This is an optimization exercise on Yosys and OpenROAD, whose aim is small area, a short achievable clock period and few clock cycles per item, not a production implementation. RTL that was checked went through simulation tests only; none was proved equivalent to the original. No activity file was given, so power comes from the tool's default toggle rates.

the reference run:
// byte_range_header_parser_core
module byte_range_header_parser_core #(
   parameter int MAX_RANGE_COUNT = brhp_pkg::DEFAULT_MAX_RANGE_COUNT,
   parameter int OFFSET_BITS     = brhp_pkg::DEFAULT_OFFSET_BITS
) (
   input  logic                                clock,
   input  logic                                reset,
   input  logic                                req_tvalid,
   output logic                                req_tready,
   input  logic [brhp_pkg::BYTE_BITS-1:0]      req_tdata,    
   input  logic                                req_tlast,    
   output logic                                rsp_tvalid,
   input  logic                                rsp_tready,
   output logic [brhp_pkg::RSP_DATA_BITS-1:0]  rsp_tdata,
   output logic                                rsp_tlast,    
   input  logic                                csr_wr_en,
   input  logic [brhp_pkg::FILE_SIZE_BITS-1:0] csr_wr_data   
);
   localparam int FS       = FILE_SIZE_BITS;
   localparam int PAD_BITS = RSP_DATA_BITS - (2 * FS + RANGE_NUM_BITS + SUM_BITS + FOUND_BITS + 1);
   localparam logic [2:0] P_START  = 3'd0;
   localparam logic [2:0] P_LEAD   = 3'd1;
   localparam logic [2:0] P_FIRST  = 3'd2;
  ...
Size in the first run: ~1900 cells after synthesis, roughly 230 flip-flops, ~17000 sq um of cells after synthesis.
export LEC_CHECK = 0
export CAP_MARGIN = 20
export CORE_MARGIN = 2
export CORE_UTILIZATION = 50
export SLEW_MARGIN = 20
create_clock -name core_clock -period 13.0 [get_ports {clock}]
standard.sh (not shown) runs the stock make flow with config.mk's settings and CLKGATE_MAP_FILE= SYNTH_SCRIPT=/design/flow/synth_recipe.tcl, a recipe that flattens the netlist after the stock synthesis.
==> flow/flow/run.sh <==
#!/bin/bash
# The standard layout (standard.sh: ORFS synth to finish at the design's clock
# and constraints), with two changes to how the layout is made:
#  - timing repair keeps working until 9 ns of setup slack (a 4 ns target) instead
#    of stopping at 0;
#  - the port buffers that the flow puts on every input and output are the plain
#    buf_1 cell rather than the resizer's default pick (a 10 um2 delay buffer);
#    the resizer may still size them up.
# Every tool's output goes to standard.log in this folder (ORFS's own per-step
# logs stay under orfs/logs).
export SETUP_SLACK_MARGIN=9
export BUFFER_PORTS_ARGS="-buffer_cell sky130_fd_sc_hd__buf_1"
bash standard.sh > standard.log 2>&1
The reference run did not stop at any stage, and its layout met the timing, DRC and antenna checks.
Setup changes, the reference run to the trial run
diff --git a/flow/config.mk b/flow/config.mk
--- a/flow/config.mk
+++ b/flow/config.mk
@@ -11 +11,2 @@
 export SLEW_MARGIN = 20
+export TNS_END_PERCENT = 0
[summary]
- For the reference run, the highest-delay cell along the critical path was sky130_fd_sc_hd__o21a_2, unlike the trial run, where it was sky130_fd_sc_hd__a31oi_4.
- Worst-case setup margin in the final layout on the trial run is down relative to the reference run.
- Final standard cell utilization of the core: lower on the trial run
- The run with more routed wire is the reference run, not the trial run.
- The fraction of the cycle the final worst path needs number comes out lower for the reference run vs the trial run.
- Total length of routed met3 wires was lower in the trial run than in the reference run.
- On minimum clock period, the higher figure sits with the trial run, not the reference run.
Function was not checked in any run of this note: the RTL went through the layout flow alone.

## before
byte_range_header_parser_core, a different RTL version from the one above (not shown whole).
For scale: roughly 230 I/O pins, about 17000 sq um of cells after synthesis.
Settings: LEC_CHECK=0, CAP_MARGIN=20, CORE_MARGIN=2, CORE_UTILIZATION=50, SLEW_MARGIN=20; clock period 13.0 ns.
==> flow/flow/run.sh <==
#!/bin/bash
# The standard layout (standard.sh: ORFS synth to finish at the design's clock
# and constraints), with these changes to how the layout is made:
#  - timing repair keeps working until 9.2 ns of setup slack (a 3.8 ns target) instead
#    of stopping at 0;
#  - the port buffers that the flow puts on every input and output are the plain
#    buf_1 cell rather than the resizer's default pick (a 10 um2 delay buffer);
#    the resizer may still size them up;
#  - the resizer may size a cell to any drive strength, not only to cells with
#    the same footprint (MATCH_CELL_FOOTPRINT=0, given on the make command line
#    as the platform sets it).
# Every tool's output goes to standard.log in this folder (ORFS's own per-step
# logs stay under orfs/logs).
export SETUP_SLACK_MARGIN=9.2
export BUFFER_PORTS_ARGS="-buffer_cell sky130_fd_sc_hd__buf_1"
bash standard.sh MATCH_CELL_FOOTPRINT=0 finish > standard.log 2>&1
The flow did not stop early for before: all stages ran, and the layout cleared the timing, DRC and antenna checks.
Testbench counts of before, summed over its fixed seeds: cycles 49,634, bytes 48,723.
Here is what was changed in the inputs of after compared with before.
--- a/flow/flow/run.sh
+++ b/flow/flow/run.sh
@@ -3,2 +3,2 @@
-# and constraints), with these changes to how the layout is made:
-#  - timing repair keeps working until 9.2 ns of setup slack (a 3.8 ns target) instead
+# and constraints), with two changes to how the layout is made:
+#  - timing repair keeps working until 9 ns of setup slack (a 4 ns target) instead
@@ -14 +14 @@
-export SETUP_SLACK_MARGIN=9.2
+export SETUP_SLACK_MARGIN=9
Notes after the runs:
- Utilization ended up 3.7 points lower on after than on before.
- Summary of after over before: relative area change from synthesis to final layout went down by 7.3 points; worst hold slack went up by 10 ps; total CTS buffers went down by 1.
- Compared with before, power consumption in after decreased by a few percent.
- The setup slack of after is smaller than that of before.
- Diff before -> after | fmax | down by a few percent
- Of the two values seen for slowest cell on the critical path, sky130_fd_sc_hd__dfxtp_4 was produced by before and sky130_fd_sc_hd__a21oi_4 by after.
- Depth of the most critical reg-to-reg path ends up higher on before.
- In the flow results for after and before, the total power per unit cell area is larger on after.

afterwards: timing with drivers on the ports:
The flow's constraints put no driver on any port. The routed layouts listed below were extracted and timed again, unchanged, in two steps.
Step 1, drivers: a clkbuf_16 drives clock and a buf_2 each remaining input, both assumed.
Step 2 adds t to the input delays and takes it off the output delays; t is the mean of the earliest and latest rising clock arrival at the registers after step 1. Input paths then give back, and output paths get back, about the clock's delay inside the block.
Slacks: ideal / step 1 / step 2; pairs: ideal / step 1.
run | t (ns) | setup WS [ns] | pins driven straight from the clock port
the reference run | 0.620 | 9.022 / 8.986 / 8.435 | 1
the trial run | 0.614 | 8.871 / 8.891 / 8.291 | 1
before | 0.600 | 9.230 / 9.179 / 8.692 | 1
after | 0.602 | 9.005 / 8.976 / 8.435 | 1
After both steps every run listed still meets setup and hold. The setup slack of the reference run, which loses most, moves by -0.036 ns with the drivers and by -0.587 ns with both steps.
